What follows belongs to an exercise in optimizing a design on an open flow for small area, a short achievable clock period and few clock cycles per item; a production flow would make more cautious choices.
Function was checked by simulation only, so behaviour that the tests miss may differ from the original.

==> design.v <==
package fpsf_pkg;
	localparam int unsigned COUNT_W    = 32;
	localparam int unsigned FRAC_W     = 16;
	localparam int unsigned POS_W      = COUNT_W + FRAC_W;
	localparam int unsigned SPEED_W    = 24;
	localparam int unsigned DUTY_W     = 16;
	localparam int unsigned POINT_W    = SPEED_W + DUTY_W;
	localparam int unsigned PHASE_W    = 4;
	localparam int unsigned PHASES     = 5;
	localparam int unsigned CFG_IDX_W  = 3;
	localparam int unsigned TABLE_REGS = 6;
	localparam int unsigned PT_IDX_W   = $clog2(TABLE_REGS);
	localparam logic [CFG_IDX_W-1:0] REG_STEP_LIMIT  = 3'd0;
	localparam logic [CFG_IDX_W-1:0] REG_POINT_FIRST = 3'd1;
	localparam logic [CFG_IDX_W-1:0] REG_POINT_LAST  = 3'd6;
	localparam logic [PHASE_W-1:0] PHASE_FIRST = 4'd0;
	localparam logic [PHASE_W-1:0] PHASE_LAST  = 4'd9;
	localparam int unsigned        PHASE_STATES = 10;
endpackage
import fpsf_pkg::*;
module five_phase_stepper_follower #(
	parameter int unsigned CURVE_POINTS = 6
) (
	input  logic                      clk,
	input  logic                      arst_n,
	input  logic                      item_valid,
	output logic                      item_ready,
	input  logic signed [COUNT_W-1:0] item_target_count,
	output logic                      result_valid,
	input  logic                      result_ready,
	output logic signed [COUNT_W-1:0] result_position,
	output logic [PHASE_W-1:0]        result_phase_index,
	output logic [DUTY_W-1:0]         result_duty_a,
	output logic [DUTY_W-1:0]         result_duty_b,
	output logic [DUTY_W-1:0]         result_duty_c,
	output logic [DUTY_W-1:0]         result_duty_d,
	output logic [DUTY_W-1:0]         result_duty_e,
	input  logic                      cfg_valid,
	output logic                      cfg_ready,
	input  logic [CFG_IDX_W-1:0]      cfg_index,
	input  logic [POINT_W-1:0]        cfg_data
);
	localparam logic [7:0] STEP_CUT = 8'b0111_1111;
	function automatic int unsigned cuts_below(input int unsigned n);
		cuts_below = 0;
		for (int unsigned i = 0; i < n; i++) begin
			if (STEP_CUT[i]) cuts_below = cuts_below + 1;
		end
	endfunction
	localparam int unsigned NDIV = cuts_below(7);
	function automatic logic [PHASES-1:0] phase_pattern(input logic [PHASE_W-1:0] idx);
		case (idx)
			4'd0:    phase_pattern = 5'b00011;
			4'd1:    phase_pattern = 5'b00010;
			4'd2:    phase_pattern = 5'b00110;
			4'd3:    phase_pattern = 5'b00100;
			4'd4:    phase_pattern = 5'b01100;
			4'd5:    phase_pattern = 5'b01000;
			4'd6:    phase_pattern = 5'b11000;
			4'd7:    phase_pattern = 5'b10000;
			4'd8:    phase_pattern = 5'b10001;
			4'd9:    phase_pattern = 5'b00001;
			default: phase_pattern = 5'b00000;
		endcase
	endfunction
	logic [SPEED_W-1:0] step_limit_q;
	logic [SPEED_W-1:0] sp [TABLE_REGS];
	logic [DUTY_W-1:0]  du [TABLE_REGS];
	logic [SPEED_W-1:0] lim_q;
	logic               cfgw_q, cfgw2_q;
	assign cfg_ready = 1'b1;
	always_ff @(posedge clk or negedge arst_n) begin
		if (!arst_n) begin
			step_limit_q <= '0;
			for (int i = 0; i < TABLE_REGS; i++) begin
				sp[i] <= '0;
				du[i] <= '0;
			end
			lim_q   <= '0;
			cfgw_q  <= 1'b0;
			cfgw2_q <= 1'b0;
		end else begin
			if (cfg_valid) begin
				if (cfg_index == REG_STEP_LIMIT) begin
					step_limit_q <= cfg_data[SPEED_W-1:0];
				end else if (cfg_index >= REG_POINT_FIRST && cfg_index <= REG_POINT_LAST) begin
					sp[PT_IDX_W'(cfg_index - REG_POINT_FIRST)] <= cfg_data[POINT_W-1:DUTY_W];
					du[PT_IDX_W'(cfg_index - REG_POINT_FIRST)] <= cfg_data[DUTY_W-1:0];
				end
			end
			lim_q   <= (step_limit_q > sp[TABLE_REGS-1]) ? sp[TABLE_REGS-1] : step_limit_q;
			cfgw_q  <= cfg_valid;
			cfgw2_q <= cfgw_q;
		end
	end
	logic adv;
	logic rv_q;
	logic a_go;
	assign adv        = !rv_q || result_ready;
	assign item_ready = adv && !cfgw_q && !cfgw2_q;
	assign a_go       = adv && !cfgw_q && !cfgw2_q;
	logic                      v0_q;
	logic signed [COUNT_W-1:0] t0_q;
	logic signed [POS_W-1:0]   pos_q;
	logic signed [POS_W:0]     pp_q, pm_q;
	logic                      pm_nz_q;
	logic signed [POS_W-1:0]   tgt;
	logic signed [POS_W:0]     tgt_x, pos_x, lim_x;
	logic                      gt, lt, dneg;
	logic [SPEED_W:0]          d_lo, nd_lo;
	logic signed [POS_W:0]     pp_inc, pm_dec, tg_inc, tg_dec;
	logic signed [POS_W-1:0]   pos_next;
	logic signed [POS_W:0]     pp_next, pm_next;
	logic                      pm_nz_next;
	logic [SPEED_W-1:0]        a_s;
	logic                      a_neg;
	assign tgt   = {t0_q, {FRAC_W{1'b0}}};
	assign tgt_x = (POS_W+1)'(tgt);
	assign pos_x = (POS_W+1)'(pos_q);
	assign lim_x = $signed({{(POS_W+1-SPEED_W){1'b0}}, lim_q});
	assign gt = $signed({t0_q[COUNT_W-1], t0_q}) > $signed(pp_q[POS_W:FRAC_W]);
	assign lt = ($signed({t0_q[COUNT_W-1], t0_q}) < $signed(pm_q[POS_W:FRAC_W]))
		|| (({t0_q[COUNT_W-1], t0_q} == pm_q[POS_W:FRAC_W]) && pm_nz_q);
	assign d_lo  = tgt[SPEED_W:0] - pos_q[SPEED_W:0];
	assign nd_lo = pos_q[SPEED_W:0] - tgt[SPEED_W:0];
	assign dneg  = d_lo[SPEED_W];
	assign pp_inc = pp_q + lim_x;
	assign pm_dec = pm_q - lim_x;
	assign tg_inc = tgt_x + lim_x;
	assign tg_dec = tgt_x - lim_x;
	assign pos_next   = gt ? pp_q[POS_W-1:0] : (lt ? pm_q[POS_W-1:0] : tgt);
	assign pp_next    = gt ? pp_inc : (lt ? pos_x : tg_inc);
	assign pm_next    = gt ? pos_x : (lt ? pm_dec : tg_dec);
	assign pm_nz_next = gt ? (pos_q[FRAC_W-1:0] != '0)
		: (lt ? (pm_dec[FRAC_W-1:0] != '0) : (lim_q[FRAC_W-1:0] != '0));
	assign a_s   = (gt || lt) ? lim_q : (dneg ? nd_lo[SPEED_W-1:0] : d_lo[SPEED_W-1:0]);
	assign a_neg = lt || (!gt && dneg);
	always_ff @(posedge clk or negedge arst_n) begin
		if (!arst_n) begin
			v0_q    <= 1'b0;
			pos_q   <= '0;
			pp_q    <= '0;
			pm_q    <= '0;
			pm_nz_q <= 1'b0;
		end else begin
			if (item_valid && item_ready) begin
				v0_q <= 1'b1;
			end else if (a_go) begin
				v0_q <= 1'b0;
			end
			if (a_go && v0_q) begin
				pos_q   <= pos_next;
				pp_q    <= pp_next;
				pm_q    <= pm_next;
				pm_nz_q <= pm_nz_next;
			end else if (cfgw_q) begin
				pp_q    <= pos_x;
				pm_q    <= pos_x;
			end else if (cfgw2_q) begin
				pp_q    <= pp_inc;
				pm_q    <= pm_dec;
				pm_nz_q <= (pm_dec[FRAC_W-1:0] != '0);
			end
		end
	end
	always_ff @(posedge clk) begin
		if (item_valid && item_ready) begin
			t0_q <= item_target_count;
		end
	end
	logic                      v1_q;
	logic [SPEED_W-1:0]        s1_s;
	logic                      s1_neg;
	logic signed [COUNT_W-1:0] new_int;
	logic [TABLE_REGS-1:0]     below;
	logic [2:0]                b_seg;
	assign new_int = pos_q[POS_W-1:FRAC_W] + COUNT_W'(pos_q[POS_W-1] && (pos_q[FRAC_W-1:0] != '0));
	always_comb begin
		for (int i = 0; i < TABLE_REGS; i++) begin
			below[i] = s1_s < sp[i];
		end
		casez (below)
			6'b?????1: b_seg = 3'd0;
			6'b????10: b_seg = 3'd1;
			6'b???100: b_seg = 3'd2;
			6'b??1000: b_seg = 3'd3;
			6'b?10000: b_seg = 3'd4;
			6'b100000: b_seg = 3'd5;
			default:   b_seg = 3'd6;
		endcase
	end
	always_ff @(posedge clk or negedge arst_n) begin
		if (!arst_n) begin
			v1_q <= 1'b0;
		end else if (adv) begin
			v1_q <= a_go && v0_q;
		end
	end
	always_ff @(posedge clk) begin
		if (adv) begin
			s1_s   <= a_s;
			s1_neg <= a_neg;
		end
	end
	logic                      v2_q;
	logic [SPEED_W-1:0]        s2_s;
	logic [2:0]                s2_seg;
	logic signed [COUNT_W-1:0] s2_pos;
	logic                      s2_neg;
	logic signed [COUNT_W-1:0] last_int_q;
	logic [PHASE_W-1:0]        idx_q;
	logic [PHASE_W-1:0]        idx_next;
	always_comb begin
		idx_next = idx_q;
		if (s2_pos != last_int_q) begin
			if (s2_neg) begin
				idx_next = (idx_q == PHASE_FIRST) ? PHASE_LAST : idx_q - 4'd1;
			end else begin
				idx_next = (idx_q >= PHASE_LAST) ? PHASE_FIRST : idx_q + 4'd1;
			end
		end
	end
	logic [SPEED_W-1:0] c_x1, c_x2;
	logic [DUTY_W-1:0]  c_y1, c_y2;
	logic               c_int;
	logic [SPEED_W-1:0] c_ds, c_dx;
	logic [DUTY_W:0]    c_dy;
	always_comb begin
		c_x1  = '0;
		c_x2  = '1;
		c_y1  = '0;
		c_y2  = '0;
		c_int = 1'b0;
		for (int i = 1; i < TABLE_REGS; i++) begin
			if (s2_seg == 3'(i)) begin
				c_x1  = sp[i-1];
				c_x2  = sp[i];
				c_y1  = du[i-1];
				c_y2  = du[i];
				c_int = 1'b1;
			end
		end
	end
	assign c_ds  = c_int ? (s2_s - c_x1) : '0;
	assign c_dx  = c_x2 - c_x1;
	assign c_dy  = {1'b0, c_y2} - {1'b0, c_y1};
	always_ff @(posedge clk or negedge arst_n) begin
		if (!arst_n) begin
			v2_q       <= 1'b0;
			last_int_q <= '0;
			idx_q      <= PHASE_FIRST;
		end else if (adv) begin
			v2_q <= v1_q;
			if (v2_q) begin
				last_int_q <= s2_pos;
				idx_q      <= idx_next;
			end
		end
	end
	always_ff @(posedge clk) begin
		if (adv) begin
			s2_s   <= s1_s;
			s2_seg <= b_seg;
			s2_pos <= new_int;
			s2_neg <= s1_neg;
		end
	end
	logic                      v3_q;
	logic [SPEED_W-1:0]        s3_ds, s3_dx;
	logic [DUTY_W:0]           s3_dy;
	logic                      s3_neg;
	logic [2:0]                s3_seg;
	logic signed [COUNT_W-1:0] s3_pos;
	logic [PHASE_W-1:0]        s3_idx;
	always_ff @(posedge clk or negedge arst_n) begin
		if (!arst_n) begin
			v3_q <= 1'b0;
		end else if (adv) begin
			v3_q <= v2_q;
		end
	end
	always_ff @(posedge clk) begin
		if (adv) begin
			s3_ds  <= c_ds;
			s3_dx  <= c_dx;
			s3_dy  <= c_dy;
			s3_neg <= c_dy[DUTY_W];
			s3_seg <= s2_seg;
			s3_pos <= s2_pos;
			s3_idx <= idx_next;
		end
	end
	logic                      dv_v   [NDIV+1];
	logic [SPEED_W-1:0]        dv_rem [NDIV+1];
	logic [DUTY_W-1:0]         dv_w   [NDIV+1];
	logic [SPEED_W-1:0]        dv_dx  [NDIV+1];
	logic                      dv_neg [NDIV+1];
	logic [2:0]                dv_seg [NDIV+1];
	logic signed [COUNT_W-1:0] dv_pos [NDIV+1];
	logic [PHASE_W-1:0]        dv_idx [NDIV+1];
	localparam logic [POINT_W-1:0] BOOTH_K = 40'hAAAC000000;
	logic [POINT_W-1:0] pp [10];
	always_comb begin
		logic [18:0] bx;
		logic [2:0]  tr;
		logic [25:0] mag;
		logic        b1, b2, ng;
		logic [8:0]  ngv;
		bx = {s3_dy[DUTY_W], s3_dy, 1'b0};
		for (int i = 0; i < 9; i++) begin
			tr  = bx[2*i +: 3];
			b1  = tr[1] ^ tr[0];
			b2  = (tr == 3'b011) || (tr == 3'b100);
			ng  = (tr[2] && !(tr[1] && tr[0])) ^ s3_dy[DUTY_W];
			ngv[i] = ng;
			mag = ({26{b1}} & {2'b00, s3_ds}) | ({26{b2}} & {1'b0, s3_ds, 1'b0});
			pp[i] = POINT_W'({!ng, (ng ? ~mag : mag)}) << (2 * i);
		end
		for (int i = 0; i < 8; i++) begin
			pp[i+1][2*i] = ngv[i];
		end
		pp[9] = BOOTH_K;
		pp[9][16] = ngv[8];
	end
	function automatic logic [2*POINT_W-1:0] csa(input logic [POINT_W-1:0] a, input logic [POINT_W-1:0] b,
	                                               input logic [POINT_W-1:0] c);
		logic [POINT_W-1:0] sm, cy;
		sm = a ^ b ^ c;
		cy = ((a & b) | (a & c) | (b & c)) << 1;
		csa = {cy, sm};
	endfunction
	logic [POINT_W-1:0] t1 [7];
	logic [POINT_W-1:0] t2 [5];
	logic [POINT_W-1:0] t3 [4];
	logic [POINT_W-1:0] t4 [3];
	logic [POINT_W-1:0] m_s, m_c;
	assign {t1[1], t1[0]} = csa(pp[0], pp[1], pp[2]);
	assign {t1[3], t1[2]} = csa(pp[3], pp[4], pp[5]);
	assign {t1[5], t1[4]} = csa(pp[6], pp[7], pp[8]);
	assign t1[6] = pp[9];
	assign {t2[1], t2[0]} = csa(t1[0], t1[1], t1[2]);
	assign {t2[3], t2[2]} = csa(t1[3], t1[4], t1[5]);
	assign t2[4] = t1[6];
	assign {t3[1], t3[0]} = csa(t2[0], t2[1], t2[2]);
	assign t3[2] = t2[3];
	assign t3[3] = t2[4];
	assign {t4[1], t4[0]} = csa(t3[0], t3[1], t3[2]);
	assign t4[2] = t3[3];
	assign {m_c, m_s} = csa(t4[0], t4[1], t4[2]);
	logic                      v4_q;
	logic [POINT_W-1:0]        s4_ms, s4_mc;
	logic [SPEED_W-1:0]        s4_dx;
	logic                      s4_neg;
	logic [2:0]                s4_seg;
	logic signed [COUNT_W-1:0] s4_pos;
	logic [PHASE_W-1:0]        s4_idx;
	always_ff @(posedge clk or negedge arst_n) begin
		if (!arst_n) begin
			v4_q <= 1'b0;
		end else if (adv) begin
			v4_q <= v3_q;
		end
	end
	always_ff @(posedge clk) begin
		if (adv) begin
			s4_ms  <= m_s;
			s4_mc  <= m_c;
			s4_dx  <= s3_dx;
			s4_neg <= s3_neg;
			s4_seg <= s3_seg;
			s4_pos <= s3_pos;
			s4_idx <= s3_idx;
		end
	end
	logic [POINT_W-1:0] prod;
	assign prod = s4_ms + s4_mc;
	logic [SPEED_W-1:0] st_rem [8];
	logic [DUTY_W-1:0]  st_w   [8];
	logic [1:0]         st_q   [8];
	always_ff @(posedge clk or negedge arst_n) begin
		if (!arst_n) begin
			dv_v[0] <= 1'b0;
		end else if (adv) begin
			dv_v[0] <= v4_q;
		end
	end
	always_ff @(posedge clk) begin
		if (adv) begin
			dv_rem[0] <= prod[POINT_W-1:DUTY_W];
			dv_w[0]   <= prod[DUTY_W-1:0];
			dv_dx[0]  <= s4_dx;
			dv_neg[0] <= s4_neg;
			dv_seg[0] <= s4_seg;
			dv_pos[0] <= s4_pos;
			dv_idx[0] <= s4_idx;
		end
	end
	for (genvar j = 0; j < 8; j++) begin : g_step
		localparam int unsigned K = cuts_below(j);
		logic [SPEED_W-1:0] rin;
		logic [DUTY_W-1:0]  win;
		logic [SPEED_W+1:0] trial;
		logic [SPEED_W+2:0] d1, d2, d3;
		logic [SPEED_W-1:0] dx;
		if (j == 0 || STEP_CUT[j-1]) begin : g_src_reg
			assign rin = dv_rem[K];
			assign win = dv_w[K];
		end else begin : g_src_step
			assign rin = st_rem[j-1];
			assign win = st_w[j-1];
		end
		assign dx    = dv_dx[K];
		assign trial = {rin, win[DUTY_W-1 -: 2]};
		assign d1 = {1'b0, trial} - (SPEED_W+3)'(dx);
		assign d2 = {1'b0, trial} - (SPEED_W+3)'({dx, 1'b0});
		assign d3 = {1'b0, trial} - (SPEED_W+3)'({dx, 1'b0}) - (SPEED_W+3)'(dx);
		always_comb begin
			if (!d3[SPEED_W+2]) begin
				st_q[j]   = 2'd3;
				st_rem[j] = d3[SPEED_W-1:0];
			end else if (!d2[SPEED_W+2]) begin
				st_q[j]   = 2'd2;
				st_rem[j] = d2[SPEED_W-1:0];
			end else if (!d1[SPEED_W+2]) begin
				st_q[j]   = 2'd1;
				st_rem[j] = d1[SPEED_W-1:0];
			end else begin
				st_q[j]   = 2'd0;
				st_rem[j] = trial[SPEED_W-1:0];
			end
		end
		assign st_w[j] = {win[DUTY_W-3:0], st_q[j]};
		if (j < 7 && STEP_CUT[j]) begin : g_cut
			always_ff @(posedge clk or negedge arst_n) begin
				if (!arst_n) begin
					dv_v[K+1] <= 1'b0;
				end else if (adv) begin
					dv_v[K+1] <= dv_v[K];
				end
			end
			always_ff @(posedge clk) begin
				if (adv) begin
					dv_rem[K+1] <= st_rem[j];
					dv_w[K+1]   <= st_w[j];
					dv_dx[K+1]  <= dv_dx[K];
					dv_neg[K+1] <= dv_neg[K];
					dv_seg[K+1] <= dv_seg[K];
					dv_pos[K+1] <= dv_pos[K];
					dv_idx[K+1] <= dv_idx[K];
				end
			end
		end
	end
	logic                      fq_v;
	logic [DUTY_W-1:0]         fq_q;
	logic                      fq_neg;
	logic [2:0]                fq_seg;
	logic signed [COUNT_W-1:0] fq_pos;
	logic [PHASE_W-1:0]        fq_idx;
	always_ff @(posedge clk or negedge arst_n) begin
		if (!arst_n) begin
			fq_v <= 1'b0;
		end else if (adv) begin
			fq_v <= dv_v[NDIV];
		end
	end
	always_ff @(posedge clk) begin
		if (adv) begin
			fq_q   <= st_w[7];
			fq_neg <= dv_neg[NDIV];
			fq_seg <= dv_seg[NDIV];
			fq_pos <= dv_pos[NDIV];
			fq_idx <= dv_idx[NDIV];
		end
	end
	logic [DUTY_W-1:0] f_base;
	logic [DUTY_W-1:0] f_duty;
	logic              push;
	always_comb begin
		f_base = du[0];
		for (int i = 1; i < TABLE_REGS; i++) begin
			if (fq_seg == 3'(i)) f_base = du[i-1];
		end
		if (fq_seg == 3'd6) f_base = du[TABLE_REGS-1];
	end
	assign f_duty = fq_neg ? (f_base - fq_q) : (f_base + fq_q);
	assign push   = adv && fq_v;
	logic signed [COUNT_W-1:0] r_pos;
	logic [PHASE_W-1:0]        r_idx;
	logic [PHASES-1:0]         r_pat;
	logic [DUTY_W-1:0]         r_duty;
	always_ff @(posedge clk or negedge arst_n) begin
		if (!arst_n) begin
			rv_q <= 1'b0;
		end else if (adv) begin
			rv_q <= push;
		end
	end
	always_ff @(posedge clk) begin
		if (push) begin
			r_pos  <= fq_pos;
			r_idx  <= fq_idx;
			r_pat  <= phase_pattern(fq_idx);
			r_duty <= f_duty;
		end
	end
	assign result_valid       = rv_q;
	assign result_position    = r_pos;
	assign result_phase_index = r_idx;
	assign result_duty_a      = r_pat[0] ? r_duty : '0;
	assign result_duty_b      = r_pat[1] ? r_duty : '0;
	assign result_duty_c      = r_pat[2] ? r_duty : '0;
	assign result_duty_d      = r_pat[3] ? r_duty : '0;
	assign result_duty_e      = r_pat[4] ? r_duty : '0;
endmodule
==> run.sh <==
#!/bin/bash
# synth_recipe.tcl (not shown) runs the flow's synth.tcl, then flattens the netlist and writes it again
# the make line also repeats each setting of config.mk as NAME=value (left out here)
make -C /OpenROAD-flow-scripts/flow DESIGN_CONFIG=/design/flow/config.mk WORK_HOME=/design/flow/orfs CLKGATE_MAP_FILE= SYNTH_SCRIPT=/design/flow/synth_recipe.tcl finish
==> config.mk <==
export PLATFORM = sky130hd
export DESIGN_NAME = five_phase_stepper_follower
export DESIGN_NICKNAME = five_phase_stepper_follower
export VERILOG_FILES = /design/flow/design.v
export SDC_FILE = /design/flow/constraint.sdc
export NUM_CORES = 4
export LEC_CHECK = 0
export CAP_MARGIN = 20
export CORE_MARGIN = 2
export CORE_UTILIZATION = 55
export SETUP_SLACK_MARGIN = 4
export SLEW_MARGIN = 20
==> constraint.sdc <==
create_clock -name core_clock -period 11.0 [get_ports {clk}]
set_input_delay 2.2000 -clock core_clock [delete_from_list [all_inputs] [get_ports {clk}]]
set_output_delay 2.2000 -clock core_clock [all_outputs]
set_load 0.01 [all_outputs]
==> impl_summary.txt, run 1 <==
----------------------------------------------------
[Run]
  Count of max-cap constraint violations ... 0

[Timing]
  Worst Tran Pin Value ... 1.229 ns
  Final-report hold violation count ... 0
  Unrepaired setup endpoints after global routing ... true
  Aggregate negative setup slack ... 0 ns
  Worst setup skew after layout ... ~0.034 ns
  Final Max Slew Viols ... 0
  Fmax ... about 150 MHz
  Final worst setup slack ... 4.437 ns
  Number of endpoints failing setup at the final stage ... 0
  Final hold slack ... slightly below 0.4 ns
  Slew Limit Headroom ... ~18%
  Tmin final ... roughly 6.6 ns
  Period utilization ... between 50% and 60%

[Run status]
  Run status ... finished clean

[Floorplan]
  Starting density of the core ... 55.18%
  Die Ht ... between 400 and 500 microns
  Total number of placement rows ... approximately 170
  Total die area ... 225900 sq um
  Number of top-level pins ... roughly 200
  Total core area ... ~220000 sq um
  Overall die width ... 475.3 microns

[Setup path]
  Register-to-register setup slack ... between 4 and 5 ns
  Library cell contributing the largest single delay on the critical path ... sky130_fd_sc_hd__fa_1
  Kind of launch point of the worst setup path ... register
  Worst setup path category ... reg -> reg
  CP required ... around 12 ns
  Crit path largest cell delay ... roughly 0.41 ns
  Crit end category ... register
  Worst-path maximum fanout ... 48
  CP arrival ... 7.13 ns

[Worst hold path]
  Classification of the worst-slack hold path ... reg -> reg

[Global routing]
  Pin count of the biggest net entering global routing ... 197
  Number of global-route vias before repair ... about 90000
  Met3 track utilization from global routing ... roughly 3.8%
  Met1 track demand over resource ... about two fifths
  Grt met2 use ... 49.20%
  Global-route wire length before repair ... about 530000 microns
  GRT Residual Overflow ... 0
  Most utilized layer in the global route result ... met2
  Aggregate global-route resource usage ... 29.76%
  Number of antenna violations at the first check in global routing ... 12

[Yosys]
  Count of state elements after synthesis ... between 1500 and 2000
  Post-synthesis sequential area ratio ... 42.04%
  Number of synthesized flops with an enable pin ... around 1300
  Library cell with the largest summed area after synthesis ... sky130_fd_sc_hd__edfxtp_1
  Dominant register cell in the synthesized netlist ... sky130_fd_sc_hd__edfxtp_1
  Yosys top cell area share ... 32.05%
  Proportion of synthesized flip-flops having asynchronous set or reset ... 27.23%
  Mapped Avg Cell Area ... roughly 10 sq um
  Cell types occupying the most area after synthesis ... sky130_fd_sc_hd__edfxtp_1 32%, sky130_fd_sc_hd__ha_1 11%, sky130_fd_sc_hd__dfrtp_1 10%
  Yosys warnings ... 19
  Post-synth net total ... 13280
  Synthesized netlist cell count ... 11920
  Synth cell types ... 115
  Post-synthesis cell area ... about 120000 sq um

[Finish]
  Area Growth Syn to Fin ... 9.573%
  Final #Nets ... between 10000 and 15000
  Fraction of final layout cells with drive strength greater than 1 ... a little under 7%

[Placement]
  Pre-CTS setup slack ... between 4 and 5 ns
  Post-detailed-placement half-perimeter wirelength ... around 250000 microns
  Count of input and output buffers ... slightly below 200
  Gpl congestion ... around 0.94

[Clock tree]
  TritonCTS Sinks ... 1792
  Clock-pin slew reported for the worst setup and hold paths after clock tree synthesis ... 0.06 ns
  Master cell of the clock root buffer ... sky130_fd_sc_hd__clkbuf_16
  Maximum level of the CTS H-tree ... 4
  Maximum clock path buffer count ... 3
  Clk latency of the worst-skew pair ... 0.86 ns
  Cts bufs inserted ... slightly below 200
  TritonCTS clock tree ... built

[Drt]
  Routed via count divided by cell count ... approximately 6.1
  Count of unresolved DRC violations after routing ... 0
  Aggregate routed wire length ... about 340000 microns
  Wire length per cell after detailed routing ... 22.48 microns
  ANT nets after route ... 0
  DR vias ... a little over 90000
  Drt pass-1 iters ... 6
  Violation count after the first detailed-routing iteration ... between 7000 and 8000

----------------------------------------------------
[state kept, by name (all words and copies together) (netlist names), 32 cells and up]
signal,flops
dv_dx,192
s3_pos,32
s4_ms,40
sp,144
dv_rem,192
dv_idx,32
s2_pos,32
s4_pos,32
pp_q,49
last_int_q,32
du,96
fq_pos,32
dv_w,128
s4_mc,34
r_pos,32
pm_q,49
t0_q,32
pos_q,48
dv_pos,256
[cell families (layout without fill, tap and decap cells)]
logic type | Yosys count | after routing | synth area share [%]
flops | 1792 | 1792 | 42.04
xor+xnor | 984 | 984 | 7.060
fa+ha+maj | 1283 | 1283 | 14.34
other cells | 1 | 6 | 0.003069
compound gates | 3237 | 3237 | 17.15
simple gates | 2742 | 2742 | 10.65
buf+inv | 1366 | 1563 | 4.281
mux | 511 | 511 | 4.469
[cells in the mapped netlist, drive strengths merged, types with 176 or more instances]
master and n:
nand2 862, nand2b 176, o21ai 801, inv 886, mux2i 235, ha 1087, xnor2 587, mux2 276
a22oi 251, xor2 397, nor2 721, nand3 179, dfrtp 488, a21o 357, nor3 176, fa 196
clkbuf 373, a21oi 760, edfxtp 1304
[layout by cell type, fill, tap and decap left out, types with 123 or more instances in the layout]
master / instances
sky130_fd_sc_hd__edfxtp_1: 1304
sky130_fd_sc_hd__ha_1: 1087
sky130_fd_sc_hd__inv_1: 883
sky130_fd_sc_hd__nand2_1: 858
sky130_fd_sc_hd__a21oi_1: 756
sky130_fd_sc_hd__o21ai_0: 716
sky130_fd_sc_hd__nor2_1: 713
sky130_fd_sc_hd__xnor2_1: 580
sky130_fd_sc_hd__dfrtp_1: 488
sky130_fd_sc_hd__xor2_1: 396
sky130_fd_sc_hd__a21o_1: 357
sky130_fd_sc_hd__mux2_2: 275
sky130_fd_sc_hd__a22oi_1: 251
sky130_fd_sc_hd__mux2i_1: 235
sky130_fd_sc_hd__clkbuf_16: 199
sky130_fd_sc_hd__fa_1: 196
sky130_fd_sc_hd__clkdlybuf4s50_1: 196
sky130_fd_sc_hd__nand3_1: 178
sky130_fd_sc_hd__nand2b_1: 174
sky130_fd_sc_hd__nor3_1: 168
sky130_fd_sc_hd__o21a_1: 135
sky130_fd_sc_hd__nor2b_1: 123
[critical path: cells and delay by family, from the launching register on]
kind / cells / cell delay, ns
compound gates: 14 / 3.32
simple gates: 5 / 0.71
fa+ha+maj: 4 / 1.21
xor+xnor: 1 / 0.16
buf+inv: 3 / 0.48
flops: 1 / 0.39
[stage by stage]
stage          instances  utilization, %  area [sq um]
4_1_cts            15090           60.41        133800
2_1_floorplan      11920               -        122200
5_1_grt            15090           60.46        133900
6_report           15090           60.46        133900
3_3_place_gp       14720           57.38        127100
3_5_place_dp       14720           57.39        127100
[layout make-up]
type	count	area, sq um
Antenna cell	5	12.51
Clock buffer	246	5266
Clock inverter	119	1430
Fill cell	18410	87560
Inverter	891	3356
Multi-Input combinational cell	8758	65790
Sequential cell	1792	51370
Tap cell	2975	3722
Timing Repair Buffer	307	2925
[repair_timing]
item	4_1_cts	5_1_grt
setup buffers	0	1
hold buffers	0	0
gates resized for setup	0	5
endpoints found under the setup margin	0	34
hold endpoints to repair	0	0
[routing by layer]
metal | vias up | wire [microns]
met1 | 44940 | 144500
met5 | - | 34
met3 | 694 | 18190
met2 | 2790 | 160600
met4 | 4 | 15910
li1 | 43430 | -
[worst paths after layout]
check                                 start           end  cells after the start
worst max register to register  dv_w[0][15]  dv_rem[1][7]                     27
worst max-delay path            dv_w[0][15]  dv_rem[1][7]                     27
worst min-delay path              s4_pos[9]  dv_pos[0][9]                      0
min in group asynchronous            arst_n     du[3][14]                      1
worst min register to register    s4_pos[9]  dv_pos[0][9]                      0
max in group asynchronous            arst_n       dv_v[7]                      3
Testbench counts, summed over its fixed seeds: cycles 10,560, items 9,600.
==> run 2, diff against run 1 <==
--- a/config.mk
+++ b/config.mk
@@ -6,7 +6,8 @@
 export NUM_CORES = 4
 export LEC_CHECK = 0
+export ABC_AREA = 1
 export CAP_MARGIN = 20
 export CORE_MARGIN = 2
 export CORE_UTILIZATION = 55
-export SETUP_SLACK_MARGIN = 4
+export SETUP_SLACK_MARGIN = 5
 export SLEW_MARGIN = 20
==> run 2 against run 1 <==
  * Still clean
  * First-iteration DRC count rose by 92%
  * Synthesized cell count rose by 35%
  * Cell area rose by 6.7%
  * Final cell count rose by 29%
  * Clock skew rose by 0.037 ns
  * Worst hold slack got worse by 0.0039 ns
  * Worst setup slack improved by 0.62 ns
  * Sequential share of layout area fell by 2.4 points
  * Die area rose by 6.9%
  * Critical path type is now in -> out
==> impl_summary.txt, run 2 <==
----------------------------------------------------
[Yosys]
  Yosys warnings ... 19
  Number of synthesized flops with an enable pin ... 1304
  Yosys top cell area share ... between 20% and 30%
  Synthesized netlist cell count ... 16030
  Proportion of synthesized flip-flops having asynchronous set or reset ... around 27%
  Post-synth net total ... around 17000
  Leading cell types by count after synthesis ... 3551 x sky130_fd_sc_hd__nand2_1, 2028 x sky130_fd_sc_hd__inv_1, 1304 x sky130_fd_sc_hd__edfxtp_1
  Library cell with the largest summed area after synthesis ... sky130_fd_sc_hd__edfxtp_1
  Cell types occupying the most area after synthesis ... sky130_fd_sc_hd__edfxtp_1 30%, sky130_fd_sc_hd__ha_1 10%, sky130_fd_sc_hd__nand2_1 10%
  Count of state elements after synthesis ... 1792
  Mapped Avg Cell Area ... approximately 8.1 sq um
  Synth cell types ... 68
  Post-synthesis cell area ... approximately 130000 sq um
  Dominant register cell in the synthesized netlist ... sky130_fd_sc_hd__edfxtp_1
  Most common cell in the netlist ... sky130_fd_sc_hd__nand2_1
  Post-synthesis sequential area ratio ... between 30% and 40%

[Drt]
  Count of unresolved DRC violations after routing ... 0
  Aggregate routed wire length ... 445600 microns
  Drt pass-1 iters ... 7
  Violation count after the first detailed-routing iteration ... 14390
  Wire length per cell after detailed routing ... about 23 microns
  ANT nets after route ... 0
  Routed via count divided by cell count ... 6.061
  DR vias ... about 120k

[Floorplan]
  Number of top-level pins ... ~200
  Overall die width ... between 400 and 500 microns
  Total number of placement rows ... 178
  Total die area ... approximately 240000 sq um
  Starting density of the core ... a little under three fifths
  Die Ht ... 491.4 microns
  Total core area ... 235600 sq um

[Global routing]
  Pin count of the biggest net entering global routing ... about 180
  Number of global-route vias before repair ... between 100k and 150k
  GRT Residual Overflow ... 0
  Global-route wire length before repair ... 672700 microns
  Number of antenna violations at the first check in global routing ... 14
  Aggregate global-route resource usage ... around 36%

[Clock tree]
  Master cell of the clock root buffer ... sky130_fd_sc_hd__clkbuf_16
  TritonCTS Sinks ... between 1500 and 2000
  Cts bufs inserted ... just under 200
  TritonCTS clock tree ... built
  Clock-pin slew reported for the worst setup and hold paths after clock tree synthesis ... ~0.07 ns
  Maximum level of the CTS H-tree ... 4
  Clk latency of the worst-skew pair ... between 0.8 and 0.9 ns
  Maximum clock path buffer count ... 3

[Finish]
  Top flop regs ... dv_pos x256, dv_dx x192, dv_rem x192
  Largest Register ... dv_pos
  FF/Latch Area ... just over 50000 sq um
  Utilization after layout ... approximately three fifths
  Final standard cell count with taps included and fillers excluded ... between 15000 and 20000
  Commonest non-fill, non-tap cell in the layout ... sky130_fd_sc_hd__nand2_1
  Final #Nets ... between 15000 and 20000
  Area Growth Syn to Fin ... 9.315%
  Number of flip-flops in the largest register ... roughly 260
  Fillers ... a little over 20000
  Top library cells by usage in the layout, fill and taps aside ... 3548 x sky130_fd_sc_hd__nand2_1, 2019 x sky130_fd_sc_hd__inv_1, 1304 x sky130_fd_sc_hd__edfxtp_1
  Multi-input logic area ... between 60000 and 70000 sq um
  Post-route design area ... around 140000 sq um
  Fraction of final layout cells with drive strength greater than 1 ... under 10%

[Setup path]
  Worst setup path category ... in -> out
  Kind of launch point of the worst setup path ... primary input
  CP arrival ... around 3.7 ns
  Crit end category ... output pin
  Worst-path maximum fanout ... 16
  CP required ... just under 9 ns

[Worst hold path]
  Classification of the worst-slack hold path ... reg -> reg

[Timing]
  Slew Limit Headroom ... between 10% and 20%
  Period utilization ... 54.00%
  Worst Tran Pin Value ... about 1.2 ns
  Unrepaired setup endpoints after global routing ... false
  Tmin final ... 5.940 ns
  Final-report hold violation count ... 0
  Final Max Slew Viols ... 0
  Fmax ... between 150 and 200 MHz
  Worst setup skew after layout ... 0.07090 ns
  Aggregate negative setup slack ... 0 ns
  Number of endpoints failing setup at the final stage ... 0

[Placement]
  Gpl congestion ... roughly 1
  Count of input and output buffers ... roughly 200
  Area after detailed placement ... ~140000 sq um
  # placed instances ... roughly 19000
  Post-detailed-placement half-perimeter wirelength ... roughly 340000 microns

[Run status]
  Run status ... finished clean

[Run]
  Count of max-cap constraint violations ... 0

----------------------------------------------------
==> run 2: changes by cell type after synthesis, moves of 145 or more <==
cell	previous run	this run
sky130_fd_sc_hd__o22ai_1	106	251
sky130_fd_sc_hd__inv_1	884	2028
sky130_fd_sc_hd__nor2_1	720	1200
sky130_fd_sc_hd__o21ai_0	717	1166
sky130_fd_sc_hd__nand2_1	862	3551
sky130_fd_sc_hd__xor2_1	396	610
sky130_fd_sc_hd__nand2b_1	176	0
sky130_fd_sc_hd__a21o_1	357	73
sky130_fd_sc_hd__mux2i_1	235	0
sky130_fd_sc_hd__a22oi_1	251	6
sky130_fd_sc_hd__mux2_2	275	1
sky130_fd_sc_hd__nand3_1	178	942
sky130_fd_sc_hd__a21oi_1	757	1224
sky130_fd_sc_hd__xnor2_1	587	215
==> run 2: cell families after synthesis <==
kind of cell    count (synthesis)  share of synthesized area [%]
xor+xnor                      825                          5.530
mux                             1                       0.008618
simple gates                 6248                          19.82
buf+inv                      2517                          7.409
fa+ha+maj                    1284                          13.42
flops                        1792                          39.32
compound gates               3366                          14.49
other cells                     1                       0.002870
==> run 2: area by class of cell <==
cell class / count / area share [%]
inverters: 2055 / 5.431
multi-input cells: 11730 / 48.87
diodes: 7 / 0.01226
repair inverters: 5 / 0.02453
clock inverters: 149 / 1.363
clock buffers: 226 / 3.542
well taps: 3150 / 2.760
flip-flops and latches: 1792 / 35.97
repair buffers: 305 / 2.031
==> run 2: per-stage QoR <==
step | worst slack [ns] | hold WS (ns)
4_1_cts | 5.003 | 0.3802
5_1_grt | 5.010 | 0.3909
3_5_place_dp | 4.354 | 0.4045
3_3_place_gp | 4.291 | 0.4002
2_1_floorplan | 5.099 | 0.4003
6_report | 5.060 | 0.3918
==> run 2: final timing paths <==
path / slack [ns] / to / startpoint / cells after the start
max reg2reg: 5.24 / s4_ms[29] / s3_neg / 12
min reg2reg: 0.39 / dv_pos[2][9] / dv_pos[1][9] / 0
min: 0.39 / dv_pos[2][9] / dv_pos[1][9] / 0
min in group asynchronous: 1.27 / step_limit_q[10] / arst_n / 1
max in group asynchronous: 7.56 / last_int_q[1] / arst_n / 3
max: 5.06 / item_ready / result_ready / 5
==> run 2: metal layers <==
metal / global-route usage, % / part of all wire (%) / vias to the layer above
li1: - / - / 54540
met1: 48.17 / 40 / 55410
met2: 56.40 / 45 / 6471
met3: 6.640 / 9.5 / 1238
met4: 16.81 / 5.5 / 4
met5: 0 / 0.0043 / -
==> run 2: critical path, cell delays in order <==
cell and delay (ns):
sky130_fd_sc_hd__clkdlybuf4s50_1 0.47, sky130_fd_sc_hd__nor2_1 0.06, sky130_fd_sc_hd__buf_4 0.21, sky130_fd_sc_hd__nor2_2 0.22
sky130_fd_sc_hd__clkdlybuf4s50_1 0.57
==> run 2: timing repair <==
action                     CTS  global route
resized for setup           11            18
setup endpoints to repair   98           165
hold buffers                 0             0
buffers inserted             0             6
cloned                       2             3
==> run 3, diff against run 2 <==
--- a/config.mk
+++ b/config.mk
@@ -6,5 +6,4 @@
 export NUM_CORES = 4
 export LEC_CHECK = 0
-export ABC_AREA = 1
 export CAP_MARGIN = 20
 export CORE_MARGIN = 2
==> run 3 against run 2 <==
  * Utilization up 0.16 points
  * Highest routed layer unchanged
  * Critical path type unchanged
  * Critical endpoint unchanged
  * Wire length down 23%
  * Sequential share of layout area up 2.2 points
  * Critical path depth up 2
  * Die area down 6.4%
  * Via count down 22%
  * Cell area down 5.8%
  * Non-clock buffer count up 37
  * Register-to-register slack worse by 0.04 ns
==> impl_summary.txt, run 3 <==
----------------------------------------------------
[Clock tree]
  TritonCTS Sinks ... about 1800
  Clock-pin slew reported for the worst setup and hold paths after clock tree synthesis ... about 0.060 ns
  TritonCTS clock tree ... built
  Master cell of the clock root buffer ... sky130_fd_sc_hd__clkbuf_16
  Cts bufs inserted ... a little under 200
  Hold Buf Count CTS ... 0
  Maximum clock path buffer count ... 3
  Maximum level of the CTS H-tree ... 4
  Clk latency of the worst-skew pair ... 0.86 ns

[Global routing]
  Global-route wire length before repair ... between 500000 and 600000 microns
  Aggregate global-route resource usage ... just under 30%
  Pin count of the biggest net entering global routing ... ~200
  GRT Residual Overflow ... 0
  Number of antenna violations at the first check in global routing ... 11
  Number of global-route vias before repair ... roughly 90000

[Setup path]
  CP required ... 8.80 ns
  Kind of launch point of the worst setup path ... primary input
  Worst setup path category ... in -> out
  Most Frequent Cell on Critical Path ... sky130_fd_sc_hd__clkdlybuf4s50_1
  Crit path largest cell delay ... between 0.5 and 0.6 ns
  Crit end category ... output pin
  Library cell contributing the largest single delay on the critical path ... sky130_fd_sc_hd__clkdlybuf4s50_1
  CP arrival ... between 3 and 4 ns
  Worst-path maximum fanout ... 28
  Crit path cell chain ... clkdlybuf4s50_1 -> nor2b_4 -> buf_12 -> clkinv_16 -> nand2_1 -> inv_1 -> clkdlybuf4s50_1

[Yosys]
  Proportion of synthesized flip-flops having asynchronous set or reset ... 27.23%
  Post-synth net total ... between 10000 and 15000
  Yosys top cell area share ... 32.05%
  Post-synthesis sequential area ratio ... between 40% and 50%
  Complex-gate fraction of the synthesized area ... between 10% and 20%
  Count of state elements after synthesis ... roughly 1800
  Xor/xnor share of the synthesized area ... around 7.1%
  Synth cell types ... ~120
  Number of synthesized flops with an enable pin ... about 1300
  Library cell with the largest summed area after synthesis ... sky130_fd_sc_hd__edfxtp_1
  Most common cell in the netlist ... sky130_fd_sc_hd__edfxtp_1
  Synthesized-area fraction occupied by adder cells ... 14.34%
  Simple-Gate Fraction of Synth Area ... a little over a tenth
  Dominant register cell in the synthesized netlist ... sky130_fd_sc_hd__edfxtp_1
  Main combinational cell family by area after synthesis ... compound AO/OA/AOI/OAI gates
  Cell types occupying the most area after synthesis ... sky130_fd_sc_hd__edfxtp_1 32%, sky130_fd_sc_hd__ha_1 11%, sky130_fd_sc_hd__dfrtp_1 10%
  Yosys warnings ... 19
  Post-synthesis mux area share ... ~4.5%
  Mapped Avg Cell Area ... 10.25 sq um
  Leading cell types by count after synthesis ... 1304 x sky130_fd_sc_hd__edfxtp_1, 1087 x sky130_fd_sc_hd__ha_1, 884 x sky130_fd_sc_hd__inv_1
  Synthesized netlist cell count ... ~12000
  Post-synthesis cell area ... between 100000 and 150000 sq um

[Floorplan]
  Total core area ... about 220000 sq um
  Overall die width ... 475.3 microns
  Total number of placement rows ... ~170
  Die Ht ... about 480 microns
  Total die area ... 225900 sq um
  Starting density of the core ... between 50% and 60%
  Number of top-level pins ... a little under 200

[Finish]
  FF/Latch Area ... 51370 sq um
  Multi-input logic area ... between 60000 and 70000 sq um
  Fraction of final layout cells with drive strength greater than 1 ... under 10%
  Largest Register ... dv_pos
  Fillers ... between 15000 and 20000
  Final #Nets ... 13350
  Commonest non-fill, non-tap cell in the layout ... sky130_fd_sc_hd__edfxtp_1
  Top flop regs ... dv_pos x256, dv_dx x192, dv_rem x192
  Top library cells by usage in the layout, fill and taps aside ... 1304 x sky130_fd_sc_hd__edfxtp_1, 1083 x sky130_fd_sc_hd__ha_1, 878 x sky130_fd_sc_hd__inv_1
  Area Growth Syn to Fin ... 10.14%
  Number of flip-flops in the largest register ... 256

[Timing]
  Slew Limit Headroom ... 13.22%
  Worst Tran Pin Value ... ~1.3 ns
  Final-report hold violation count ... 0
  Unrepaired setup endpoints after global routing ... true
  Final hold slack ... 0.3959 ns
  Fmax ... about 170 MHz
  Worst setup skew after layout ... 0.03607 ns
  Tmin final ... just under 6 ns
  Aggregate negative setup slack ... 0 ns
  Final Max Slew Viols ... 0
  Number of endpoints failing setup at the final stage ... 0
  Period utilization ... 53.64%

[Placement]
  Gpl congestion ... approximately 0.94
  Post-detailed-placement half-perimeter wirelength ... between 200000 and 300000 microns
  Count of input and output buffers ... between 150 and 200

[Drt]
  Wire length per cell after detailed routing ... between 20 and 25 microns
  DR vias ... 92140
  ANT nets after route ... 0
  Drt pass-1 iters ... 6
  Routed via count divided by cell count ... ~6.1
  Count of unresolved DRC violations after routing ... 0
  Aggregate routed wire length ... approximately 340000 microns
  Violation count after the first detailed-routing iteration ... approximately 7500

[Worst hold path]
  Classification of the worst-slack hold path ... reg -> reg

[Run]
  Count of max-cap constraint violations ... 0

[Run status]
  Run status ... finished clean

----------------------------------------------------
run 3: layout make-up:
type | instances | area share, %
inverters | 891 | 2.520
well taps | 2975 | 2.766
flip-flops and latches | 1792 | 38.17
diodes | 5 | 0.009298
clock buffers | 246 | 3.914
repair buffers | 342 | 2.438
clock inverters | 119 | 1.063
multi-input cells | 8760 | 49.10
repair inverters | 2 | 0.01488
run 3: critical path, delay by kind of cell:
| kind | cells | cell delay, ns |
|---|---|---|
| AND/OR/NAND/NOR | 2 | 0.14 |
| buffers and inverters | 5 | 1.37 |
run 3: stage by stage:
step                instances  utilization, %  setup WS (ns)  cell area, sq um
CTS                     15090           60.50          5.000            134000
detailed placement      14720           57.39          4.055            127100
finish                  15130           60.77          5.100            134600
global route            15130           60.77          4.947            134600
floorplan               11920               -          5.074            122200
global placement        14720           57.38          4.058            127100
run 3: final timing paths:
kind                               from  cells after the start  slack [ns]             to
min in group asynchronous        arst_n                      1        1.30      du[3][14]
setup / recovery           result_ready                      7        5.10     item_ready
hold / removal             dv_pos[0][6]                      0        0.40   dv_pos[1][6]
setup reg to reg            dv_w[3][15]                     24        5.20  dv_rem[4][18]
hold reg to reg            dv_pos[0][6]                      0        0.40   dv_pos[1][6]
max in group asynchronous        arst_n                      3        7.21        dv_v[6]
run 3: cell families after synthesis:
family,Yosys count
flip-flops,1792
buffers and inverters,1366
other,1
XOR/XNOR,984
multiplexers,511
adder cells (fa/ha/maj),1283
AO/OA/AOI/OAI,3237
AND/OR/NAND/NOR,2742
run 3: timing repair:
| item | 4_1_cts | 5_1_grt |
|---|---|---|
| endpoints found under the hold margin | 0 | 0 |
| endpoints found under the setup margin | 80 | 162 |
| gates cloned | 2 | 4 |
| resized for setup | 36 | 58 |
| setup buffers | 4 | 30 |
| pin swaps | 1 | 26 |
run 3: per-layer routing:
layer	GRT usage, %	up-vias	wire length (microns)	share of wire [%]
met1	39.37	45120	145300	43
met4	13.03	4	16170	4.7
met2	49.31	2801	161400	47
met3	3.797	711	18470	5.4
met5	0	-	34	0.010
li1	-	43500	-	-
==> run 4, diff against run 3 <==
--- a/design.v
+++ b/design.v
@@ -172,8 +172,6 @@
 	logic [SPEED_W-1:0]        s1_s;
 	logic                      s1_neg;
-	logic signed [COUNT_W-1:0] new_int;
 	logic [TABLE_REGS-1:0]     below;
 	logic [2:0]                b_seg;
-	assign new_int = pos_q[POS_W-1:FRAC_W] + COUNT_W'(pos_q[POS_W-1] && (pos_q[FRAC_W-1:0] != '0));
 	always_comb begin
 		for (int i = 0; i < TABLE_REGS; i++) begin
@@ -206,19 +204,5 @@
 	logic [SPEED_W-1:0]        s2_s;
 	logic [2:0]                s2_seg;
-	logic signed [COUNT_W-1:0] s2_pos;
 	logic                      s2_neg;
-	logic signed [COUNT_W-1:0] last_int_q;
-	logic [PHASE_W-1:0]        idx_q;
-	logic [PHASE_W-1:0]        idx_next;
-	always_comb begin
-		idx_next = idx_q;
-		if (s2_pos != last_int_q) begin
-			if (s2_neg) begin
-				idx_next = (idx_q == PHASE_FIRST) ? PHASE_LAST : idx_q - 4'd1;
-			end else begin
-				idx_next = (idx_q >= PHASE_LAST) ? PHASE_FIRST : idx_q + 4'd1;
-			end
-		end
-	end
 	logic [SPEED_W-1:0] c_x1, c_x2;
 	logic [DUTY_W-1:0]  c_y1, c_y2;
@@ -247,13 +231,7 @@
 	always_ff @(posedge clk or negedge arst_n) begin
 		if (!arst_n) begin
-			v2_q       <= 1'b0;
-			last_int_q <= '0;
-			idx_q      <= PHASE_FIRST;
+			v2_q <= 1'b0;
 		end else if (adv) begin
 			v2_q <= v1_q;
-			if (v2_q) begin
-				last_int_q <= s2_pos;
-				idx_q      <= idx_next;
-			end
 		end
 	end
@@ -262,5 +240,4 @@
 			s2_s   <= s1_s;
 			s2_seg <= b_seg;
-			s2_pos <= new_int;
 			s2_neg <= s1_neg;
 		end
@@ -271,6 +248,6 @@
 	logic                      s3_neg;
 	logic [2:0]                s3_seg;
-	logic signed [COUNT_W-1:0] s3_pos;
-	logic [PHASE_W-1:0]        s3_idx;
+	logic [SPEED_W-1:0]        s3_s;
+	logic                      s3_mneg;
 	always_ff @(posedge clk or negedge arst_n) begin
 		if (!arst_n) begin
@@ -287,6 +264,6 @@
 			s3_neg <= c_dy[DUTY_W];
 			s3_seg <= s2_seg;
-			s3_pos <= s2_pos;
-			s3_idx <= idx_next;
+			s3_s    <= s2_s;
+			s3_mneg <= s2_neg;
 		end
 	end
@@ -297,6 +274,6 @@
 	logic                      dv_neg [NDIV+1];
 	logic [2:0]                dv_seg [NDIV+1];
-	logic signed [COUNT_W-1:0] dv_pos [NDIV+1];
-	logic [PHASE_W-1:0]        dv_idx [NDIV+1];
+	logic [SPEED_W-1:0]        dv_s    [NDIV+1];
+	logic                      dv_mneg [NDIV+1];
 	localparam logic [POINT_W-1:0] BOOTH_K = 40'hAAAC000000;
 	logic [POINT_W-1:0] pp [10];
@@ -353,6 +330,6 @@
 	logic                      s4_neg;
 	logic [2:0]                s4_seg;
-	logic signed [COUNT_W-1:0] s4_pos;
-	logic [PHASE_W-1:0]        s4_idx;
+	logic [SPEED_W-1:0]        s4_s;
+	logic                      s4_mneg;
 	always_ff @(posedge clk or negedge arst_n) begin
 		if (!arst_n) begin
@@ -369,6 +346,6 @@
 			s4_neg <= s3_neg;
 			s4_seg <= s3_seg;
-			s4_pos <= s3_pos;
-			s4_idx <= s3_idx;
+			s4_s    <= s3_s;
+			s4_mneg <= s3_mneg;
 		end
 	end
@@ -392,6 +369,6 @@
 			dv_neg[0] <= s4_neg;
 			dv_seg[0] <= s4_seg;
-			dv_pos[0] <= s4_pos;
-			dv_idx[0] <= s4_idx;
+			dv_s[0]    <= s4_s;
+			dv_mneg[0] <= s4_mneg;
 		end
 	end
@@ -446,6 +423,6 @@
 					dv_neg[K+1] <= dv_neg[K];
 					dv_seg[K+1] <= dv_seg[K];
-					dv_pos[K+1] <= dv_pos[K];
-					dv_idx[K+1] <= dv_idx[K];
+					dv_s[K+1]    <= dv_s[K];
+					dv_mneg[K+1] <= dv_mneg[K];
 				end
 			end
@@ -456,11 +433,17 @@
 	logic                      fq_neg;
 	logic [2:0]                fq_seg;
-	logic signed [COUNT_W-1:0] fq_pos;
-	logic [PHASE_W-1:0]        fq_idx;
+	logic signed [POS_W-1:0]   pb_q;
+	logic                      fq_mneg;
+	logic signed [COUNT_W-1:0] last_int_q;
+	logic [PHASE_W-1:0]        idx_q;
 	always_ff @(posedge clk or negedge arst_n) begin
 		if (!arst_n) begin
 			fq_v <= 1'b0;
+			pb_q <= '0;
 		end else if (adv) begin
 			fq_v <= dv_v[NDIV];
+			if (dv_v[NDIV]) begin
+				pb_q <= dv_mneg[NDIV] ? (pb_q - POS_W'(dv_s[NDIV])) : (pb_q + POS_W'(dv_s[NDIV]));
+			end
 		end
 	end
@@ -470,11 +453,32 @@
 			fq_neg <= dv_neg[NDIV];
 			fq_seg <= dv_seg[NDIV];
-			fq_pos <= dv_pos[NDIV];
-			fq_idx <= dv_idx[NDIV];
+			fq_mneg <= dv_mneg[NDIV];
+		end
+	end
+	logic signed [COUNT_W-1:0] f_int;
+	logic [PHASE_W-1:0]        f_idx;
+	logic                      push;
+	assign f_int = pb_q[POS_W-1:FRAC_W] + COUNT_W'(pb_q[POS_W-1] && (pb_q[FRAC_W-1:0] != '0));
+	always_comb begin
+		f_idx = idx_q;
+		if (f_int != last_int_q) begin
+			if (fq_mneg) begin
+				f_idx = (idx_q == PHASE_FIRST) ? PHASE_LAST : idx_q - 4'd1;
+			end else begin
+				f_idx = (idx_q >= PHASE_LAST) ? PHASE_FIRST : idx_q + 4'd1;
+			end
+		end
+	end
+	always_ff @(posedge clk or negedge arst_n) begin
+		if (!arst_n) begin
+			last_int_q <= '0;
+			idx_q      <= PHASE_FIRST;
+		end else if (push) begin
+			last_int_q <= f_int;
+			idx_q      <= f_idx;
 		end
 	end
 	logic [DUTY_W-1:0] f_base;
 	logic [DUTY_W-1:0] f_duty;
-	logic              push;
 	always_comb begin
 		f_base = du[0];
@@ -499,7 +503,7 @@
 	always_ff @(posedge clk) begin
 		if (push) begin
-			r_pos  <= fq_pos;
-			r_idx  <= fq_idx;
-			r_pat  <= phase_pattern(fq_idx);
+			r_pos  <= f_int;
+			r_idx  <= f_idx;
+			r_pat  <= phase_pattern(f_idx);
 			r_duty <= f_duty;
 		end
--- a/config.mk
+++ b/config.mk
@@ -8,5 +8,5 @@
 export CAP_MARGIN = 20
 export CORE_MARGIN = 2
-export CORE_UTILIZATION = 55
+export CORE_UTILIZATION = 62
 export SETUP_SLACK_MARGIN = 5
 export SLEW_MARGIN = 20
==> run 4 against run 3 <==
  * Still clean on timing, DRC and antenna
  * First-iteration DRC count up 31%
  * Critical path depth fell by 3
  * Synthesized cell count rose by 4.4%
  * Critical endpoint unchanged
==> impl_summary.txt, run 4 <==
----------------------------------------------------
[Setup path]
  Worst setup path category ... in -> out
  Register-to-register setup slack ... roughly 5.2 ns
  Cells on worst reg2reg path ... 26
  Worst r2r dst ... dv_rem[6][14]
  CP required ... 8.80 ns
  CP arrival ... roughly 3.7 ns
  R2R Path Start ... dv_w[5][15]
  Kind of launch point of the worst setup path ... primary input
  Worst-path maximum fanout ... 15
  Crit end category ... output pin

[Timing]
  Final Max Slew Viols ... 0
  Final hold slack ... ~0.36 ns
  Worst Tran Pin Value ... approximately 1.2 ns
  Number of endpoints failing setup at the final stage ... 0
  Aggregate negative setup slack ... 0 ns
  Fmax ... approximately 170 MHz
  Final-report hold violation count ... 0
  Worst setup skew after layout ... slightly below 0.1 ns
  Tmin final ... between 5 and 6 ns
  Slew Limit Headroom ... 16.87%
  Period utilization ... 53.77%
  Unrepaired setup endpoints after global routing ... false

[Yosys]
  Synthesized-area fraction occupied by adder cells ... between 10 and 15%
  Synthesized netlist cell count ... between 10000 and 15000
  Leading cell types by count after synthesis ... 1135 x sky130_fd_sc_hd__ha_1, 1127 x sky130_fd_sc_hd__edfxtp_1, 960 x sky130_fd_sc_hd__nand2_1
  Yosys warnings ... 19
  Dominant register cell in the synthesized netlist ... sky130_fd_sc_hd__edfxtp_1
  Library cell with the largest summed area after synthesis ... sky130_fd_sc_hd__edfxtp_1
  Yosys top cell area share ... around 28%
  Complex-gate fraction of the synthesized area ... 17.92%
  Synth cell types ... between 90 and 100
  Xor/xnor share of the synthesized area ... under 10%
  Proportion of synthesized flip-flops having asynchronous set or reset ... between 30% and 40%
  Most common cell in the netlist ... sky130_fd_sc_hd__ha_1
  Number of synthesized flops with an enable pin ... between 1000 and 1500
  Post-synthesis mux area share ... roughly 4.4%
  Simple-Gate Fraction of Synth Area ... 11.83%
  Post-synth net total ... between 10000 and 15000
  Post-synthesis sequential area ratio ... between 30% and 40%
  Main combinational cell family by area after synthesis ... compound AO/OA/AOI/OAI gates
  Count of state elements after synthesis ... roughly 1700
  Cell types occupying the most area after synthesis ... sky130_fd_sc_hd__edfxtp_1 28%, sky130_fd_sc_hd__ha_1 12%, sky130_fd_sc_hd__dfrtp_1 11%
  Post-synthesis cell area ... 121400 sq um
  Mapped Avg Cell Area ... ~9.8 sq um

[Floorplan]
  Total core area ... about 200000 sq um
  Number of top-level pins ... 199
  Die Ht ... between 400 and 500 microns
  Starting density of the core ... between 60% and 70%
  Total number of placement rows ... around 160
  Overall die width ... 446.5 microns
  Total die area ... 199400 sq um

[Drt]
  Wire length per cell after detailed routing ... between 20 and 25 microns
  Count of unresolved DRC violations after routing ... 0
  Drt pass-1 iters ... 8
  DR vias ... ~97000
  Routed via count divided by cell count ... ~6.4
  ANT nets after route ... 0
  Violation count after the first detailed-routing iteration ... between 9000 and 10000
  Aggregate routed wire length ... between 300000 and 400000 microns

[Finish]
  Final standard cell count with taps included and fillers excluded ... between 15000 and 20000
  Area Growth Syn to Fin ... 10.09%
  Final #Nets ... ~14000
  Top flop regs ... dv_dx x192, dv_rem x192, dv_s x192
  Post-route design area ... between 100000 and 150000 sq um
  Top library cells by usage in the layout, fill and taps aside ... 1127 x sky130_fd_sc_hd__ha_1, 1127 x sky130_fd_sc_hd__edfxtp_1, 955 x sky130_fd_sc_hd__nand2_1
  Fillers ... ~15000
  Fraction of final layout cells with drive strength greater than 1 ... roughly 7%

[Worst hold path]
  Classification of the worst-slack hold path ... reg -> reg
  Worst hold path endpoint ... dv_seg[0][2]
  HP Start ... s4_seg[2]
  Count of cells along the worst hold path ... 0

[Clock tree]
  Master cell of the clock root buffer ... sky130_fd_sc_hd__clkbuf_16
  Cts bufs inserted ... approximately 180
  TritonCTS clock tree ... built
  Hold Buf Count CTS ... 0
  Maximum level of the CTS H-tree ... 4
  Maximum clock path buffer count ... 3
  Clock-pin slew reported for the worst setup and hold paths after clock tree synthesis ... 0.06 ns
  TritonCTS Sinks ... around 1700
  Clk latency of the worst-skew pair ... 0.90 ns

[Placement]
  Count of input and output buffers ... just under 200
  Area after detailed placement ... roughly 130000 sq um
  # placed instances ... ~15000
  Gpl congestion ... just under 1
  Post-detailed-placement half-perimeter wirelength ... about 250000 microns

[Run]
  Count of max-cap constraint violations ... 0

[Global routing]
  Number of antenna violations at the first check in global routing ... 42
  Number of global-route vias before repair ... ~95000
  Pin count of the biggest net entering global routing ... roughly 190
  Aggregate global-route resource usage ... 34.12%
  GRT Residual Overflow ... 0
  Global-route wire length before repair ... about 540000 microns

[Run status]
  Run status ... finished clean

----------------------------------------------------
==> run 4: kinds of logic (layout without fill, tap and decap cells) <==
kind of cell / count (synthesis) / after routing
AO/OA/AOI/OAI: 3403 / 3403
AND/OR/NAND/NOR: 3050 / 3050
flip-flops: 1663 / 1663
buffers and inverters: 1442 / 1627
adder cells (fa/ha/maj): 1332 / 1332
XOR/XNOR: 1038 / 1038
multiplexers: 507 / 507
other: 1 / 27
==> run 4: worst max-delay path: stages <==
cell and delay, ns:
sky130_fd_sc_hd__clkdlybuf4s50_1 0.44, sky130_fd_sc_hd__nor2b_4 0.43, sky130_fd_sc_hd__nor3_4 0.12, sky130_fd_sc_hd__clkdlybuf4s50_1 0.52
==> run 4: cell type report <==
class | count | area [sq um] | area share (%)
clock inverter | 133 | 1973 | 1.476
multi-input combinational | 9331 | 69430 | 51.94
inverter | 932 | 3550 | 2.655
sequential | 1663 | 47260 | 35.35
antenna | 26 | 65.06 | 0.04867
clock buffer | 208 | 4691 | 3.509
tap | 2624 | 3283 | 2.456
timing repair buffer | 354 | 3431 | 2.566
==> run 4: worst max-delay path by stage <==
stage / end / cells after the start / slack [ns] / from
6_report: item_ready / 4 / 5.09 / result_ready
5_1_grt: dv_rem[1][23] / 26 / 4.92 / dv_dx[0][1]
4_1_cts: dv_rem[5][15] / 26 / 5.00 / dv_w[4][15]
3_5_place_dp: dv_rem[7][20] / 27 / 3.35 / dv_w[6][15]
3_3_place_gp: dv_rem[7][23] / 27 / 3.24 / dv_w[6][15]
2_1_floorplan: dv_rem[7][7] / 26 / 5.39 / dv_w[6][15]
==> run 4: metrics by stage <==
stage | utilization, % | setup slack [ns]
after floorplan | - | 5.394
after global placement | 64.69 | 3.243
after detailed placement | 64.70 | 3.353
after CTS | 68.27 | 5.005
after global routing | 68.62 | 4.925
final | 68.63 | 5.086
==> run 4: repair_timing <==
item,in CTS,in global routing
endpoints found under the setup margin,158,208
cloned,0,5
setup buffers,5,21
resized for setup,58,77
pin swaps,5,32
==> run 4: layer usage <==
layer	global-route usage, %	part of all wire (%)
met5	0	0.030
met1	47.14	42
met2	52.93	45
met4	14.81	4.5
met3	5.861	8.4
Testbench counts of run 4, summed over its fixed seeds: cycles 10,560, items 9,600.

## static timing again, ports no longer ideal
The results above use ideal ports. As a check the final layouts listed here were re-extracted and re-timed, cells and wires unchanged.
Step 1, drivers: a clkbuf_16 drives clk and a buf_2 each remaining input, both assumed.
Step 2 times the ports against the registers' clock, not the clock port: input delays grow and output delays shrink by t, the midpoint of the rising clock arrivals with the driver on.
Slacks: ideal ports / drivers / drivers and shift; pairs: ideal ports / drivers.
run	t (ns)	setup WS [ns]	worst data-port slew with drivers (ns)
run 1	0.930	4.437 / 4.437 / 4.437	0.18
run 2	0.953	5.060 / 5.015 / 4.726	0.08
run 3	0.934	5.100 / 5.076 / 5.076	0.18
run 4	0.953	5.086 / 5.063 / 4.460	0.22
After both steps setup and hold are still met in every run listed. For run 4, which loses most, drivers alone change the setup slack by -0.023 ns; drivers and shift together by -0.626 ns.
